What follows belongs to an exercise in optimizing a design on an open flow for small area, a short achievable clock period and few clock cycles per item; a production flow would make more cautious choices.
In this exercise RTL edits were held to simulation tests only and were not proved equivalent to the original.
Power is estimated from default activity; no workload was simulated.

## flow/design.v (module list and top-level ports; edited modules follow where they fit)
// module ran_divu: 126 lines
// module ran_mul: 1437 lines
// module rational_arith_normalize_core: 415 lines
module rational_arith_normalize_core #(
  parameter int WIDTH = ran_pkg::WIDTH_DEF
) (
  input  logic clk,
  input  logic rst_n,
  input  logic in_valid,
  output logic in_ready,
  input  logic [ran_pkg::OP_W-1:0] in_operation,
  input  logic signed [ran_pkg::FIELD_W-1:0] in_left_num,
  input  logic signed [ran_pkg::FIELD_W-1:0] in_left_den,
  input  logic signed [ran_pkg::FIELD_W-1:0] in_right_num,
  input  logic signed [ran_pkg::FIELD_W-1:0] in_right_den,
  output logic out_valid,
  input  logic out_ready,
  output logic signed [ran_pkg::FIELD_W-1:0] out_result_num,
  output logic signed [ran_pkg::FIELD_W-1:0] out_result_den,
  output logic [ran_pkg::ST_W-1:0] out_status
);
  // ...
==> flow/run.sh <==
#!/bin/bash
# synth_recipe.tcl (not shown) runs the flow's synth.tcl, then flattens the netlist and writes it again
# the make line also repeats each setting of config.mk as NAME=value (left out here)
make -C /OpenROAD-flow-scripts/flow DESIGN_CONFIG=/design/flow/config.mk WORK_HOME=/design/flow/orfs CLKGATE_MAP_FILE= SYNTH_SCRIPT=/design/flow/synth_recipe.tcl finish
==> flow/config.mk <==
export PLATFORM = sky130hd
export DESIGN_NAME = rational_arith_normalize_core
export DESIGN_NICKNAME = rational_arith_normalize_core
export VERILOG_FILES = /design/flow/design.v
export SDC_FILE = /design/flow/constraint.sdc
export NUM_CORES = 4
export LEC_CHECK = 0
export CAP_MARGIN = 20
export CORE_MARGIN = 2
export CORE_UTILIZATION = 40
export SLEW_MARGIN = 20
==> flow/constraint.sdc <==
create_clock -name core_clock -period 11.0 [get_ports {clk}]
set_input_delay 2.2000 -clock core_clock [delete_from_list [all_inputs] [get_ports {clk}]]
set_output_delay 2.2000 -clock core_clock [all_outputs]
set_load 0.01 [all_outputs]
==> qor.csv, run 1 <==
metric,value,unit
PostCTS Resize Cnt,0,
"top cells by area, synth","edfxtp_1 (27%), fa_1 (13%), ha_1 (5.8%)",
status,"complete, no violations",
Tot GR Track Use,35.6,%
Hold Path Sink,bs2_r[2],
worst skew pair latency,0.78,ns
Num CTS Buffers,94,
CP top delay family,compound AO/OA/AOI/OAI gates,
CTS tree,built,
M1 GR Usage,45.2,%
Final Hold Fails,0,
Post-synth top flop,edfxtp_1,
Signal buffers,360,
Worst VDD drop,0.204,mV
adder-cell share of the synthesized area,18.4,%
design area,84800,sq um
power per cell area,137,nW/um^2
Worst Skew,0.0878,ns
max layer used,met5,
sequential area share after synthesis,32.6,%
area share of the leading cell type in the synthesized netlist,27.0,%
layout clock buffer count,116,
vias in the first global route,68800,
#FFs+latches synth,906,
Cells after DPL,10900,
hold crit path type,flop to flop,
Testbench counts, summed over its fixed seeds: cycles 18,961, items 960.
==> module ran_divu, before the edit <==
module ran_divu (
  input  logic        clk,
  input  logic        rst_n,
  input  logic        p_first,    
  input  logic        p_last,     
  input  logic        p_dneg,     
  input  logic        we_a,       
  input  logic        we_b,       
  input  logic [64:0] macc,
  input  logic        release_i,  
  output logic        idle,       
  output logic        done,       
  output logic [64:0] a,          
  output logic [63:0] b,
  output logic [63:0] h,
  output logic [31:0] ns_lo,
  output logic [31:0] ds_lo,
  output logic        ovf,
  output logic        neg_res,
  output logic        zden,
  output logic        znum,
  output logic        dneg
);
  typedef enum logic [2:0] { P_IDLE, P_P, P_D1, P_D2, P_FULL } pstate_t;
  typedef enum logic [1:0] { G_IDLE, G_RUN, G_DONE } gstate_t;
  pstate_t ps_r;
  gstate_t gs_r;
  logic [64:0] pa_r;          
  logic [63:0] pb_r;          
  logic pdneg_r;
  logic [63:0] a_r;           
  logic [63:0] b_r;
  logic [63:0] ns_r, ds_r;    
  logic nneg_r, dneg_r, zden_r, znum_r;
  logic [63:0] pabs;
  logic pa_zero, pb_zero, load;
  assign pabs = pa_r[64] ? (~pa_r[63:0] + 64'd1) : pa_r[63:0];
  assign pa_zero = (pa_r == '0);
  assign pb_zero = (pb_r == '0);
  assign load = (ps_r == P_FULL) && ((gs_r == G_IDLE) || release_i);
  logic [64:0] dab, dba, sab, gx;
  logic [63:0] gsh;
  logic a_ge_b, g_to_a, g_eq, both_odd, g_done;
  assign dab = {1'b0, a_r} - {1'b0, b_r};
  assign dba = {1'b0, b_r} - {1'b0, a_r};
  assign sab = {1'b0, a_r} + {1'b0, b_r};
  assign a_ge_b = !dab[64];
  assign g_eq = (a_r == b_r);
  assign both_odd = a_r[0] && b_r[0];
  assign g_done = (gs_r == G_RUN) && both_odd && g_eq && (ns_r[0] || ds_r[0]);
  always_comb begin
    if (!a_r[0]) gx = {1'b0, a_r};
    else if (!b_r[0]) gx = {1'b0, b_r};
    else if (a_r[1] != b_r[1]) gx = sab;
    else if (a_ge_b) gx = dab;
    else gx = {1'b0, dba[63:0]};
    if (gx[1]) gsh = gx[64:1];
    else if (gx[2]) gsh = gx[64:2];
    else if (gx[3]) gsh = {1'b0, gx[64:3]};
    else if (gx[4]) gsh = {2'b0, gx[64:4]};
    else if (gx[5]) gsh = {3'b0, gx[64:5]};
    else if (gx[6]) gsh = {4'b0, gx[64:6]};
    else if (gx[7]) gsh = {5'b0, gx[64:7]};
    else gsh = {6'b0, gx[64:8]};
  end
  assign g_to_a = !a_r[0] || (b_r[0] && a_ge_b);
  logic hsmall, ge_n, eq_n, ge_d;
  assign hsmall = (b_r[63:33] == '0);
  assign ge_n = hsmall && (ns_r[63:31] >= b_r[32:0]);
  assign eq_n = hsmall && (ns_r[63:31] == b_r[32:0]) && (ns_r[30:0] == '0);
  assign ge_d = hsmall && (ds_r[63:31] >= b_r[32:0]);
  assign neg_res = nneg_r ^ dneg_r;
  assign ovf = (neg_res ? (ge_n && !eq_n) : ge_n) || ge_d;
  always_ff @(posedge clk) begin
    if (!rst_n) begin
      ps_r <= P_IDLE;
      gs_r <= G_IDLE;
    end else begin
      case (ps_r)
        P_IDLE: if (p_last) ps_r <= P_D1; else if (p_first) ps_r <= P_P;
        P_P: if (p_last) ps_r <= P_D1;
        P_D1: ps_r <= P_D2;
        P_D2: ps_r <= P_FULL;
        P_FULL: if (load) ps_r <= P_IDLE;
        default: ps_r <= P_IDLE;
      endcase
      if (load) gs_r <= (pa_zero || pb_zero) ? G_DONE : G_RUN;
      else if (release_i) gs_r <= G_IDLE;
      else if (g_done) gs_r <= G_DONE;
    end
  end
  always_ff @(posedge clk) begin
    if (we_a) pa_r <= macc;
    if (we_b) pb_r <= macc[63:0];
    if (p_last) pdneg_r <= p_dneg;
    if (load) begin
      a_r <= pabs;
      b_r <= pb_r;
      ns_r <= pabs;
      ds_r <= pb_r;
      nneg_r <= pa_r[64];
      dneg_r <= pdneg_r;
      zden_r <= pb_zero;
      znum_r <= pa_zero;
    end else if (gs_r == G_RUN) begin
      if (!ns_r[0] && !ds_r[0]) begin
        ns_r <= {1'b0, ns_r[63:1]};
        ds_r <= {1'b0, ds_r[63:1]};
      end
      if (!(both_odd && g_eq)) begin
        if (g_to_a) a_r <= gsh;
        else b_r <= gsh;
      end
    end
  end
  assign idle = (ps_r == P_IDLE);
  assign done = (gs_r == G_DONE) || g_done;
  assign a = pa_r;
  assign b = pb_r;
  assign h = b_r;
  assign ns_lo = ns_r[31:0];
  assign ds_lo = ds_r[31:0];
  assign zden = zden_r;
  assign znum = znum_r;
  assign dneg = dneg_r;
endmodule
==> module rational_arith_normalize_core, before the edit <==
module rational_arith_normalize_core #(
  parameter int WIDTH = ran_pkg::WIDTH_DEF
) (
  input  logic clk,
  input  logic rst_n,
  input  logic in_valid,
  output logic in_ready,
  input  logic [ran_pkg::OP_W-1:0] in_operation,
  input  logic signed [ran_pkg::FIELD_W-1:0] in_left_num,
  input  logic signed [ran_pkg::FIELD_W-1:0] in_left_den,
  input  logic signed [ran_pkg::FIELD_W-1:0] in_right_num,
  input  logic signed [ran_pkg::FIELD_W-1:0] in_right_den,
  output logic out_valid,
  input  logic out_ready,
  output logic signed [ran_pkg::FIELD_W-1:0] out_result_num,
  output logic signed [ran_pkg::FIELD_W-1:0] out_result_den,
  output logic [ran_pkg::ST_W-1:0] out_status
);
  typedef enum logic [0:0] { B_IDLE, B_R } bstate_t;
  localparam logic [2:0] X_NSL = 3'd0, X_NSH = 3'd1, X_DSL = 3'd2, X_HB = 3'd3,
                         X_EB = 3'd4, X_NB = 3'd5, X_DB = 3'd6;
  localparam logic [2:0] Y_DSH = 3'd0, Y_DSL = 3'd1, Y_NSH = 3'd2, Y_ONE = 3'd3,
                         Y_X0 = 3'd4, Y_XR = 3'd5;
  localparam logic [2:0] B_0 = 3'd0, B_2 = 3'd1, B_A = 3'd2, B_B = 3'd3, B_EB = 3'd4;
  localparam logic [3:0] D_NONE = 4'd0, D_A0 = 4'd1, D_B0 = 4'd2,
                         D_EB = 4'd5, D_XR = 4'd6, D_ON = 4'd7, D_OD = 4'd8;
  function automatic logic [7:0] inv8(input logic [6:0] i);
    case (i)
      7'd0: inv8 = 8'h01;
      7'd1: inv8 = 8'hab;
      7'd2: inv8 = 8'hcd;
      7'd3: inv8 = 8'hb7;
      7'd4: inv8 = 8'h39;
      7'd5: inv8 = 8'ha3;
      7'd6: inv8 = 8'hc5;
      7'd7: inv8 = 8'hef;
      7'd8: inv8 = 8'hf1;
      7'd9: inv8 = 8'h1b;
      7'd10: inv8 = 8'h3d;
      7'd11: inv8 = 8'ha7;
      7'd12: inv8 = 8'h29;
      7'd13: inv8 = 8'h13;
      7'd14: inv8 = 8'h35;
      7'd15: inv8 = 8'hdf;
      7'd16: inv8 = 8'he1;
      7'd17: inv8 = 8'h8b;
      7'd18: inv8 = 8'had;
      7'd19: inv8 = 8'h97;
      7'd20: inv8 = 8'h19;
      7'd21: inv8 = 8'h83;
      7'd22: inv8 = 8'ha5;
      7'd23: inv8 = 8'hcf;
      7'd24: inv8 = 8'hd1;
      7'd25: inv8 = 8'hfb;
      7'd26: inv8 = 8'h1d;
      7'd27: inv8 = 8'h87;
      7'd28: inv8 = 8'h09;
      7'd29: inv8 = 8'hf3;
      7'd30: inv8 = 8'h15;
      7'd31: inv8 = 8'hbf;
      7'd32: inv8 = 8'hc1;
      7'd33: inv8 = 8'h6b;
      7'd34: inv8 = 8'h8d;
      7'd35: inv8 = 8'h77;
      7'd36: inv8 = 8'hf9;
      7'd37: inv8 = 8'h63;
      7'd38: inv8 = 8'h85;
      7'd39: inv8 = 8'haf;
      7'd40: inv8 = 8'hb1;
      7'd41: inv8 = 8'hdb;
      7'd42: inv8 = 8'hfd;
      7'd43: inv8 = 8'h67;
      7'd44: inv8 = 8'he9;
      7'd45: inv8 = 8'hd3;
      7'd46: inv8 = 8'hf5;
      7'd47: inv8 = 8'h9f;
      7'd48: inv8 = 8'ha1;
      7'd49: inv8 = 8'h4b;
      7'd50: inv8 = 8'h6d;
      7'd51: inv8 = 8'h57;
      7'd52: inv8 = 8'hd9;
      7'd53: inv8 = 8'h43;
      7'd54: inv8 = 8'h65;
      7'd55: inv8 = 8'h8f;
      7'd56: inv8 = 8'h91;
      7'd57: inv8 = 8'hbb;
      7'd58: inv8 = 8'hdd;
      7'd59: inv8 = 8'h47;
      7'd60: inv8 = 8'hc9;
      7'd61: inv8 = 8'hb3;
      7'd62: inv8 = 8'hd5;
      7'd63: inv8 = 8'h7f;
      7'd64: inv8 = 8'h81;
      7'd65: inv8 = 8'h2b;
      7'd66: inv8 = 8'h4d;
      7'd67: inv8 = 8'h37;
      7'd68: inv8 = 8'hb9;
      7'd69: inv8 = 8'h23;
      7'd70: inv8 = 8'h45;
      7'd71: inv8 = 8'h6f;
      7'd72: inv8 = 8'h71;
      7'd73: inv8 = 8'h9b;
      7'd74: inv8 = 8'hbd;
      7'd75: inv8 = 8'h27;
      7'd76: inv8 = 8'ha9;
      7'd77: inv8 = 8'h93;
      7'd78: inv8 = 8'hb5;
      7'd79: inv8 = 8'h5f;
      7'd80: inv8 = 8'h61;
      7'd81: inv8 = 8'h0b;
      7'd82: inv8 = 8'h2d;
      7'd83: inv8 = 8'h17;
      7'd84: inv8 = 8'h99;
      7'd85: inv8 = 8'h03;
      7'd86: inv8 = 8'h25;
      7'd87: inv8 = 8'h4f;
      7'd88: inv8 = 8'h51;
      7'd89: inv8 = 8'h7b;
      7'd90: inv8 = 8'h9d;
      7'd91: inv8 = 8'h07;
      7'd92: inv8 = 8'h89;
      7'd93: inv8 = 8'h73;
      7'd94: inv8 = 8'h95;
      7'd95: inv8 = 8'h3f;
      7'd96: inv8 = 8'h41;
      7'd97: inv8 = 8'heb;
      7'd98: inv8 = 8'h0d;
      7'd99: inv8 = 8'hf7;
      7'd100: inv8 = 8'h79;
      7'd101: inv8 = 8'he3;
      7'd102: inv8 = 8'h05;
      7'd103: inv8 = 8'h2f;
      7'd104: inv8 = 8'h31;
      7'd105: inv8 = 8'h5b;
      7'd106: inv8 = 8'h7d;
      7'd107: inv8 = 8'he7;
      7'd108: inv8 = 8'h69;
      7'd109: inv8 = 8'h53;
      7'd110: inv8 = 8'h75;
      7'd111: inv8 = 8'h1f;
      7'd112: inv8 = 8'h21;
      7'd113: inv8 = 8'hcb;
      7'd114: inv8 = 8'hed;
      7'd115: inv8 = 8'hd7;
      7'd116: inv8 = 8'h59;
      7'd117: inv8 = 8'hc3;
      7'd118: inv8 = 8'he5;
      7'd119: inv8 = 8'h0f;
      7'd120: inv8 = 8'h11;
      7'd121: inv8 = 8'h3b;
      7'd122: inv8 = 8'h5d;
      7'd123: inv8 = 8'hc7;
      7'd124: inv8 = 8'h49;
      7'd125: inv8 = 8'h33;
      7'd126: inv8 = 8'h55;
      7'd127: inv8 = 8'hff;
      default: inv8 = 8'h01;
    endcase
  endfunction
  function automatic logic [31:0] mag(input logic [31:0] v);
    mag = v[31] ? (~v + 32'd1) : v;
  endfunction
  logic full_r;               
  logic [3:0] pstep_r;        
  logic [2:0] op_r;
  logic [3:0] sg_r;           
  logic [63:0] ns_r, ds_r;    
  logic fe_idle, fe_done;
  logic [64:0] fe_a;
  logic [63:0] fe_b, fe_h;
  logic [31:0] fe_ns, fe_ds;
  logic fe_ovf, fe_neg, fe_zden, fe_znum, fe_dneg;
  logic fe_first, fe_last;
  bstate_t bs_r;
  logic [3:0] bstep_r;
  logic bjust_r, bjust2_r;    
  logic [31:0] hb_r, eb_r, nb_r, db_r, xr_r;
  logic [7:0] x0_r;
  logic bneg_r;
  logic [ST_W-1:0] bst_r;
  logic ovalid_r;
  logic [31:0] onum_r, oden_r;
  logic [ST_W-1:0] ost_r;
  logic [2:0] xsel, ysel, bsel;
  logic [3:0] dest;
  logic yhi, msub, bfe;
  logic [6:0] xs_r;           
  logic [9:0] ys_r;           
  logic [6:0] bs1_r, bs2_r;   
  logic [3:0] dest1_r, dest_r;
  logic sub1_r, hi1_r, hi_r, sub_r;
  logic [31:0] mx;
  logic [15:0] my;
  logic [47:0] ms, mc, s_r, c_r;
  logic [64:0] mbase, sv, cv, ts, tc, macc;
  always_comb begin
    mx = ({32{xs_r[0]}} & ns_r[31:0]) | ({32{xs_r[1]}} & ns_r[63:32]) |
         ({32{xs_r[2]}} & ds_r[31:0]) | ({32{xs_r[3]}} & hb_r) |
         ({32{xs_r[4]}} & eb_r) | ({32{xs_r[5]}} & nb_r) | ({32{xs_r[6]}} & db_r);
    my = ({16{ys_r[0]}} & ds_r[47:32]) | ({16{ys_r[1]}} & ds_r[63:48]) |
         ({16{ys_r[2]}} & ds_r[15:0]) | ({16{ys_r[3]}} & ds_r[31:16]) |
         ({16{ys_r[4]}} & ns_r[47:32]) | ({16{ys_r[5]}} & ns_r[63:48]) |
         {15'd0, ys_r[6]} | ({16{ys_r[7]}} & {8'd0, x0_r}) |
         ({16{ys_r[8]}} & xr_r[15:0]) | ({16{ys_r[9]}} & xr_r[31:16]);
  end
  ran_mul u_mul (.x(mx), .y(my), .s(ms), .c(mc));
  always_comb begin
    mbase = {63'd0, bs2_r[0], 1'b0} | ({65{bs2_r[1]}} & fe_a) |
            ({65{bs2_r[2]}} & {1'b0, fe_b}) | ({65{bs2_r[5]}} & {33'd0, eb_r});
    sv = (hi_r ? {1'b0, s_r, 16'd0} : {17'd0, s_r}) ^ {65{sub_r}};
    cv = (hi_r ? {1'b0, c_r, 16'd0} : {17'd0, c_r}) ^ {65{sub_r}};
    ts = mbase ^ sv ^ cv;
    tc = (mbase & sv) | (mbase & cv) | (sv & cv);
    macc = ts + {tc[63:0], sub_r} + {64'd0, sub_r};
  end
  logic handoff, take, bfree;
  assign bfree = (bs_r == B_IDLE);
  logic hzero, ofree;
  assign ofree = !ovalid_r;
  assign hzero = fe_zden || fe_znum;
  assign handoff = fe_done && bfree && (!hzero || (!bjust_r && !bjust2_r && ofree));
  ran_divu u_fe (
    .clk(clk), .rst_n(rst_n),
    .p_first(fe_first), .p_last(fe_last), .p_dneg(dsign),
    .we_a(dest_r == D_A0), .we_b(dest_r == D_B0),
    .macc(macc), .release_i(handoff),
    .idle(fe_idle), .done(fe_done), .a(fe_a), .b(fe_b), .h(fe_h),
    .ns_lo(fe_ns), .ds_lo(fe_ds), .ovf(fe_ovf), .neg_res(fe_neg),
    .zden(fe_zden), .znum(fe_znum), .dneg(fe_dneg)
  );
  assign in_ready = !full_r;
  assign take = in_ready && in_valid;
  logic dsign;
  always_comb begin
    case (op_r)
      3'd0, 3'd1, 3'd2: dsign = sg_r[1] ^ sg_r[3];
      3'd3: dsign = sg_r[1] ^ sg_r[2];
      default: dsign = sg_r[1];
    endcase
  end
  logic [2:0] pxsel, pysel, pbsel;
  logic [3:0] pdest;
  logic pyhi, psub, plast, pwant, pgrant;
  always_comb begin
    pxsel = X_NSL; pysel = Y_ONE; pyhi = 1'b0; psub = 1'b0; pbsel = B_0; pdest = D_NONE;
    plast = 1'b0;
    if (op_r[2] == 1'b0 && op_r[1] == 1'b0) begin
      case (pstep_r)
        4'd0: begin pxsel = X_NSL; pysel = Y_DSH; psub = sg_r[0] ^ sg_r[3]; pdest = D_A0; end
        4'd1: begin pxsel = X_NSL; pysel = Y_DSH; pyhi = 1'b1; psub = sg_r[0] ^ sg_r[3]; pbsel = B_A; pdest = D_A0; end
        4'd2: begin pxsel = X_NSH; pysel = Y_DSL; psub = sg_r[2] ^ sg_r[1] ^ op_r[0]; pbsel = B_A; pdest = D_A0; end
        4'd3: begin pxsel = X_NSH; pysel = Y_DSL; pyhi = 1'b1; psub = sg_r[2] ^ sg_r[1] ^ op_r[0]; pbsel = B_A; pdest = D_A0; end
        4'd4: begin pxsel = X_DSL; pysel = Y_DSH; pdest = D_B0; end
        default: begin pxsel = X_DSL; pysel = Y_DSH; pyhi = 1'b1; pbsel = B_B; pdest = D_B0; plast = 1'b1; end
      endcase
    end else if (op_r[2] == 1'b0) begin
      case (pstep_r)
        4'd0: begin pxsel = X_NSL; pysel = op_r[0] ? Y_DSH : Y_NSH; psub = sg_r[0] ^ (op_r[0] ? sg_r[3] : sg_r[2]); pdest = D_A0; end
        4'd1: begin pxsel = X_NSL; pysel = op_r[0] ? Y_DSH : Y_NSH; pyhi = 1'b1; psub = sg_r[0] ^ (op_r[0] ? sg_r[3] : sg_r[2]); pbsel = B_A; pdest = D_A0; end
        4'd2: begin pxsel = X_DSL; pysel = op_r[0] ? Y_NSH : Y_DSH; pdest = D_B0; end
        default: begin pxsel = X_DSL; pysel = op_r[0] ? Y_NSH : Y_DSH; pyhi = 1'b1; pbsel = B_B; pdest = D_B0; plast = 1'b1; end
      endcase
    end else if (op_r[1:0] == 2'd0 || op_r[1:0] == 2'd3) begin
      case (pstep_r)
        4'd0: begin pxsel = X_NSL; psub = sg_r[0] ^ !op_r[0]; pdest = D_A0; end
        default: begin pxsel = X_DSL; pdest = D_B0; plast = 1'b1; end
      endcase
    end else begin
      case (pstep_r)
        4'd0: begin pxsel = X_NSL; psub = sg_r[0]; pdest = D_A0; end
        4'd1: begin pxsel = X_DSL; psub = sg_r[1] ^ op_r[1]; pbsel = B_A; pdest = D_A0; end
        default: begin pxsel = X_DSL; pdest = D_B0; plast = 1'b1; end
      endcase
    end
    pwant = full_r && (pstep_r != 4'd0 || fe_idle);
  end
  logic [2:0] bxsel, bysel, bbsel;
  logic [3:0] bdest;
  logic byhi, bsub, bdep, bactive, bwant, bissue;
  always_comb begin
    bxsel = X_HB; bysel = Y_X0; byhi = 1'b0; bsub = 1'b0; bbsel = B_0; bdest = D_NONE;
    bdep = 1'b1;
    case (bstep_r)
      4'd0: begin bxsel = X_HB; bysel = Y_X0; bbsel = B_2; bsub = 1'b1; bdest = D_EB; end
      4'd1: begin bxsel = X_EB; bysel = Y_X0; bdest = D_XR; end
      4'd2: begin bxsel = X_HB; bysel = Y_XR; bbsel = B_2; bsub = 1'b1; bdest = D_EB; end
      4'd3: begin bxsel = X_EB; bysel = Y_XR; bdest = D_XR; end
      4'd4: begin bxsel = X_NB; bysel = Y_XR; bsub = bneg_r; bdest = D_EB; end
      4'd5: begin bxsel = X_NB; bysel = Y_XR; byhi = 1'b1; bsub = bneg_r; bbsel = B_EB; bdest = D_ON; bdep = !ofree; end
      4'd6: begin bxsel = X_DB; bysel = Y_XR; bdest = D_EB; bdep = 1'b0; end
      default: begin bxsel = X_DB; bysel = Y_XR; byhi = 1'b1; bbsel = B_EB; bdest = D_OD; bdep = 1'b0; end
    endcase
    bactive = (bs_r == B_R) || (handoff && !hzero);
    bwant = bactive && !(bdep && bjust_r) && !(bstep_r == 4'd5 && !ofree);
    pgrant = pwant;
    bissue = bwant && !pwant;
  end
  always_comb begin
    if (pgrant) begin
      xsel = pxsel; ysel = pysel; yhi = pyhi; msub = psub; bsel = pbsel;
      dest = pdest;
      bfe = 1'b0;
    end else if (bissue) begin
      xsel = bxsel; ysel = bysel; yhi = byhi; msub = bsub; bsel = bbsel; dest = bdest;
      bfe = 1'b0;
    end else begin
      xsel = X_NSL; ysel = Y_ONE; yhi = 1'b0; msub = 1'b0; bsel = B_0; dest = D_NONE;
      bfe = 1'b0;
    end
  end
  assign fe_first = pgrant && (pstep_r == 4'd0);
  assign fe_last = pgrant && plast;
  always_ff @(posedge clk) begin
    if (!rst_n) begin
      full_r <= 1'b0;
      pstep_r <= '0;
      bs_r <= B_IDLE;
      bstep_r <= '0;
      bjust_r <= 1'b0;
      bjust2_r <= 1'b0;
      ovalid_r <= 1'b0;
      dest1_r <= D_NONE;
      dest_r <= D_NONE;
    end else begin
      dest1_r <= dest;
      dest_r <= dest1_r;
      bjust_r <= bissue;
      bjust2_r <= bjust_r;
      if ((dest_r == D_OD) || (handoff && hzero)) ovalid_r <= 1'b1;
      else if (out_ready) ovalid_r <= 1'b0;
      if (take) begin
        full_r <= 1'b1;
        pstep_r <= '0;
      end else if (pgrant) begin
        if (plast) full_r <= 1'b0;
        pstep_r <= pstep_r + 4'd1;
      end
      if (handoff && !hzero) begin
        bs_r <= B_R;
        bstep_r <= bissue ? 4'd1 : 4'd0;
      end else if (bs_r == B_R && bissue) begin
        bstep_r <= bstep_r + 4'd1;
        if (bstep_r == 4'd7) begin bs_r <= B_IDLE; bstep_r <= '0; end
      end
    end
  end
  always_ff @(posedge clk) begin
    xs_r <= '0;
    case (xsel)
      X_NSL: xs_r[0] <= 1'b1;
      X_NSH: xs_r[1] <= 1'b1;
      X_DSL: xs_r[2] <= 1'b1;
      X_HB: xs_r[3] <= 1'b1;
      X_EB: xs_r[4] <= 1'b1;
      X_NB: xs_r[5] <= 1'b1;
      default: xs_r[6] <= 1'b1;
    endcase
    ys_r <= '0;
    case (ysel)
      Y_DSH: ys_r[yhi ? 1 : 0] <= 1'b1;
      Y_DSL: ys_r[yhi ? 3 : 2] <= 1'b1;
      Y_NSH: ys_r[yhi ? 5 : 4] <= 1'b1;
      Y_X0: ys_r[7] <= 1'b1;
      Y_XR: ys_r[yhi ? 9 : 8] <= 1'b1;
      default: ys_r[6] <= 1'b1;
    endcase
    bs1_r <= '0;
    case (bsel)
      B_2: bs1_r[0] <= 1'b1;
      B_A: bs1_r[bfe ? 3 : 1] <= 1'b1;
      B_B: bs1_r[bfe ? 4 : 2] <= 1'b1;
      B_EB: bs1_r[5] <= 1'b1;
      default: ;
    endcase
    hi1_r <= yhi;
    sub1_r <= msub;
    s_r <= ms;
    c_r <= mc;
    bs2_r <= bs1_r;
    hi_r <= hi1_r;
    sub_r <= sub1_r;
    case (dest_r)
      D_EB: eb_r <= macc[31:0];
      D_XR: xr_r <= macc[31:0];
      D_ON: begin onum_r <= macc[31:0]; ost_r <= bst_r; end
      D_OD: oden_r <= macc[31:0];
      default: ;
    endcase
    if (take) begin
      ns_r <= {mag(in_right_num), mag(in_left_num)};
      ds_r <= {mag(in_right_den), mag(in_left_den)};
      sg_r <= {in_right_den[31], in_right_num[31], in_left_den[31], in_left_num[31]};
      op_r <= in_operation;
    end
    if (handoff) begin
      hb_r <= fe_h[31:0];
      x0_r <= inv8(fe_h[7:1]);
      bneg_r <= fe_neg;
      bst_r <= fe_ovf ? ST_OVERFLOW : ST_OK;
      nb_r <= fe_ns;
      db_r <= fe_ds;
      if (hzero) begin
        onum_r <= '0;
        oden_r <= fe_znum ? (fe_dneg ? 32'hffff_ffff : 32'd1) : 32'd0;
        ost_r <= fe_zden ? ST_ZERO_DEN : ST_OK;
      end
    end
  end
  logic ok;
  assign ok = (ost_r == ST_OK);
  assign out_valid = ovalid_r;
  assign out_result_num = ok ? onum_r : '0;
  assign out_result_den = ok ? oden_r : '0;
  assign out_status = ost_r;
endmodule
==> inputs of run 2 (changes only) <==
--- a/flow/design.v
+++ b/flow/design.v
@@ -54,28 +54,31 @@
   assign pb_zero = (pb_r == '0);
   assign load = (ps_r == P_FULL) && ((gs_r == G_IDLE) || release_i);
-  logic [64:0] dab, dba, sab, gx;
+  logic [64:0] dab, sab, gx, tzv;
   logic [63:0] gsh;
-  logic a_ge_b, g_to_a, g_eq, both_odd, g_done;
+  logic a_ge_b, g_to_a, g_eq, both_odd, g_done, g_neg;
   assign dab = {1'b0, a_r} - {1'b0, b_r};
-  assign dba = {1'b0, b_r} - {1'b0, a_r};
   assign sab = {1'b0, a_r} + {1'b0, b_r};
   assign a_ge_b = !dab[64];
   assign g_eq = (a_r == b_r);
   assign both_odd = a_r[0] && b_r[0];
-  assign g_done = (gs_r == G_RUN) && both_odd && g_eq && (ns_r[0] || ds_r[0]);
+  assign g_done = (gs_r == G_RUN) && ((both_odd && g_eq) || (a_r == '0)) && (ns_r[0] || ds_r[0]);
   always_comb begin
+    g_neg = 1'b0;
     if (!a_r[0]) gx = {1'b0, a_r};
     else if (!b_r[0]) gx = {1'b0, b_r};
     else if (a_r[1] != b_r[1]) gx = sab;
     else if (a_ge_b) gx = dab;
-    else gx = {1'b0, dba[63:0]};
-    if (gx[1]) gsh = gx[64:1];
-    else if (gx[2]) gsh = gx[64:2];
-    else if (gx[3]) gsh = {1'b0, gx[64:3]};
-    else if (gx[4]) gsh = {2'b0, gx[64:4]};
-    else if (gx[5]) gsh = {3'b0, gx[64:5]};
-    else if (gx[6]) gsh = {4'b0, gx[64:6]};
-    else if (gx[7]) gsh = {5'b0, gx[64:7]};
+    else if (dab[8:2] != '0) begin gx = ~dab; g_neg = 1'b1; end
+    else gx = sab;
+    tzv = g_neg ? dab : gx;
+    if (tzv[1]) gsh = gx[64:1];
+    else if (tzv[2]) gsh = gx[64:2];
+    else if (tzv[3]) gsh = {1'b0, gx[64:3]};
+    else if (tzv[4]) gsh = {2'b0, gx[64:4]};
+    else if (tzv[5]) gsh = {3'b0, gx[64:5]};
+    else if (tzv[6]) gsh = {4'b0, gx[64:6]};
+    else if (tzv[7]) gsh = {5'b0, gx[64:7]};
     else gsh = {6'b0, gx[64:8]};
+    if (g_neg) gsh[0] = 1'b1;
   end
   assign g_to_a = !a_r[0] || (b_r[0] && a_ge_b);
@@ -123,8 +126,6 @@
         ds_r <= {1'b0, ds_r[63:1]};
       end
-      if (!(both_odd && g_eq)) begin
-        if (g_to_a) a_r <= gsh;
-        else b_r <= gsh;
-      end
+      if (g_to_a) a_r <= gsh;
+      else b_r <= gsh;
     end
   end
@@ -1873,6 +1874,6 @@
     bactive = (bs_r == B_R) || (handoff && !hzero);
     bwant = bactive && !(bdep && bjust_r) && !(bstep_r == 4'd5 && !ofree);
-    pgrant = pwant;
-    bissue = bwant && !pwant;
+    bissue = bwant;
+    pgrant = pwant && !bwant;
   end
   always_comb begin
--- a/flow/config.mk
+++ b/flow/config.mk
@@ -8,4 +8,5 @@
 export CAP_MARGIN = 20
 export CORE_MARGIN = 2
-export CORE_UTILIZATION = 40
+export CORE_UTILIZATION = 35
+export SETUP_SLACK_MARGIN = 5
 export SLEW_MARGIN = 20
==> qor.csv, run 2 <==
metric,value,unit,change
GRT overflow,0,,
CP Class,flop to flop,,
crit path capture type,flop,,
Final TNS setup,0,ns,
Post-synth top flop,edfxtp_1,,
YS warnings,2,,
DR vias,69100,,
Slew Limit Fails,0,,
CTS Root Cell,clkbuf_16,,
I/O Buffers,202,,
"commonest non-fill, non-tap cell in the layout",nand2_1,,
antenna violations before repair,24,,
1st-pass router iterations,12,,
die area,217000,sq um,
DR iter-0 viols,9651,,
Fmax achieved,166,MHz,
Avg Vias per Cell,6.15,,
Crit path arrival time,6.44,ns,
most frequent cells in the layout,"nand2_1 (1036), inv_1 (729), edfxtp_1 (692)",,
synth-to-layout area growth,14.0,%,
MaxCap Viol Count,0,,
proportion of layout cells with a drive suffix above 1,8.17,%,
average cell area after synthesis,9.07,sq um,
Num CTS Buffers,98,,+4.3%
Cells after DPL,11000,,+0.77%
Hold Buf Count CTS,0,,
Worst setup SP type,flop,,
relative slew slack,15.2,%,
residual DRC count,0,,
max reg flops,65,,
Synth cell types,96,,
"top cells by area, synth","edfxtp_1 (28%), fa_1 (13%), dfxtp_1 (5.7%)",,
Antenna Nets Post-Route,0,,
clk sinks,906,,
Largest Register,u_fe.pa_r,,
fill count,21100,,
worst skew pair latency,0.76,ns,-0.02 ns
"EDFF count, synth",692,,
Final Hold Fails,0,,unchanged
syn nets,9165,,
area share of the leading cell type in the synthesized netlist,27.8,%,+0.77 points
status,"complete, no violations",,
cell with the most instances after synthesis,nand2_1,,
die height,466,um,
HPWL after DPL,281000,um,
WP data required,11.43,ns,
#FFs+latches synth,906,,unchanged
power per cell area,148,nW/um^2,+7.9%
Slew @ Worst Pin,1.27,ns,
synthesized area,74800,sq um,
Die X,466,um,
Worst VDD drop,0.186,mV,-8.6%
largest area contributor in the netlist,edfxtp_1,,
sequential area share after synthesis,33.5,%,+0.93 points
LEAKAGE,32.2,nW,
core area,212000,sq um,
vias in the first global route,67200,,-2.3%
Initial Utilization,35.2,%,
CTS max path bufs,3,,
Final Instance Count excl. Fillers,11200,,
share of flip-flops with an asynchronous set or reset,0,%,
"top cells by count, synth","nand2_1 (1045), inv_1 (745), edfxtp_1 (692)",,
largest fanout on the critical path,48,,
Ports,203,,
Worst Skew,0.0670,ns,-0.0208 ns
row count,169,,
"Reg clk slew, reported paths",0.06,ns,
unrepaired setup endpoints after global routing,yes,,
first-pass GRT wire length,505000,um,
final worst path period share,54.6,%,
routability congestion estimate,1.04,,
nets,9231,,
H-tree depth,3,,
Syn Inst Count,8250,,
final WL,360000,um,
hold crit path type,flop to flop,,
Final Critical Period,6.01,ns,
setup violators final,0,,
largest net degree at the start of global routing,111,,
Tot GR Track Use,32.3,%,-3.4 points
CTS tree,built,,
drt wl/cell,32.1,um,
## run 2: cell count changes after synthesis, sizes merged, moves of 19 or more
| cell | previous run | this run |
|---|---|---|
| nor2 | 715 | 662 |
| ha | 359 | 296 |
| xnor2 | 251 | 273 |
| a21oi | 485 | 440 |
| buf | 111 | 64 |
| inv | 817 | 749 |
| nand4 | 112 | 85 |
| nand2 | 942 | 1045 |
| mux2i | 121 | 140 |
| o22ai | 56 | 34 |
| o21ai | 477 | 385 |
| or4 | 64 | 38 |
## run 2: repair_timing
item	4_1_cts	5_1_grt
buffers inserted	24	12
endpoints found under the setup margin	566	318
pin swaps	7	5
gates cloned	1	0
resized for setup	111	107
## run 2: cell families (layout without fill, tap and decap cells)
family / Yosys count / in the layout / synth area share [%]
simple gates: 2780 / 2780 / 17.3
xor+xnor: 434 / 434 / 5.08
fa+ha+maj: 780 / 780 / 17.9
flops: 906 / 906 / 33.5
mux: 155 / 155 / 2.16
buf+inv: 1219 / 1367 / 6.12
compound gates: 1976 / 1977 / 17.9
other cells: 0 / 11 / 0
## run 2: critical path, cell delays in order (launching register included)
cell and delay [ns]:
edfxtp_1 0.53, inv_1 0.32, ha_1 0.66, nand4_1 0.25, nor2_1 0.45, nand4_1 0.18, nor2_2 0.37, o21ai_1 0.28
or3_1 0.44, a21o_4 0.46, clkinv_8 0.31, nor3_2 0.08, buf_4 0.30, a221oi_1 0.34, o211ai_1 0.18, o21ai_1 0.22
o21ai_0 0.19
## run 2: final cells by class
type	instances	area, sq um	area share, %
flip-flops and latches	906	25100	29.4
clock buffers	116	2550	2.99
multi-input cells	6126	46500	54.5
inverters	752	2900	3.40
diodes	11	27.5	0.0323
well taps	2821	3530	4.14
repair buffers	432	3920	4.60
clock inverters	67	782	0.917
## run 2: report_power, final
part	total [mW]	internal, mW	switching (mW)	leakage, nW
clock	3.55	1.98	1.56	1.62
combinational	4.55	1.33	3.22	22.5
sequential	4.49	4.19	0.299	8.06
total	12.6	7.50	5.08	32.2
## run 2: through the flow
stage               power, mW  area (sq um)  worst slack [ns]  util, %  hold slack [ns]
floorplan                6.51         74800              5.14        -            0.310
global placement         8.87         80400              2.09     37.9            0.314
detailed placement       8.91         80500              3.00     37.9            0.312
CTS                      12.5         84600              5.00     39.8            0.320
global route             12.9         85200              4.96     40.1            0.344
finish                   12.6         85200              4.99     40.2            0.326
## run 2: path summary, 6_finish.rpt
kind                start           end  slack [ns]  cells past startpoint
max reg2reg  u_fe.b_r[24]  u_fe.a_r[55]        4.99                     16
min reg2reg      bs1_r[0]      bs2_r[0]        0.33                      0
max          u_fe.b_r[24]  u_fe.a_r[55]        4.99                     16
min              bs1_r[0]      bs2_r[0]        0.33                      0
## run 2: routing by layer
layer	wire length, um	vias to the layer above	GRT usage (%)
li1	-	29400	-
met1	137000	34300	40.8
met2	157000	4468	49.3
met3	37500	918	7.26
met4	29000	8	21.6
met5	59	-	0
Testbench counts of run 2, summed over its fixed seeds: cycles 18,149, items 960.

## static timing again, ports no longer ideal
Ports are ideal in the flow. The routed layouts listed here were re-timed in OpenROAD. Step 1 assumes that a clkbuf_16 drives the clock port and a buf_2 every other input. Step 2 also shifts input and output timing later by t, the mid clock arrival at the registers, as if the neighbouring blocks saw the same clock. a / b / c = ideal / step 1 / step 2; a / b = the first two.
run | t, ns | slack for setup (ns) | worst slew at a driven data input, ns
run 1 | 0.815 | 3.810 / 3.810 / 3.810 | 0.08
run 2 | 0.813 | 4.992 / 4.992 / 4.992 | 0.06
After both steps setup and hold are still met in every run listed.
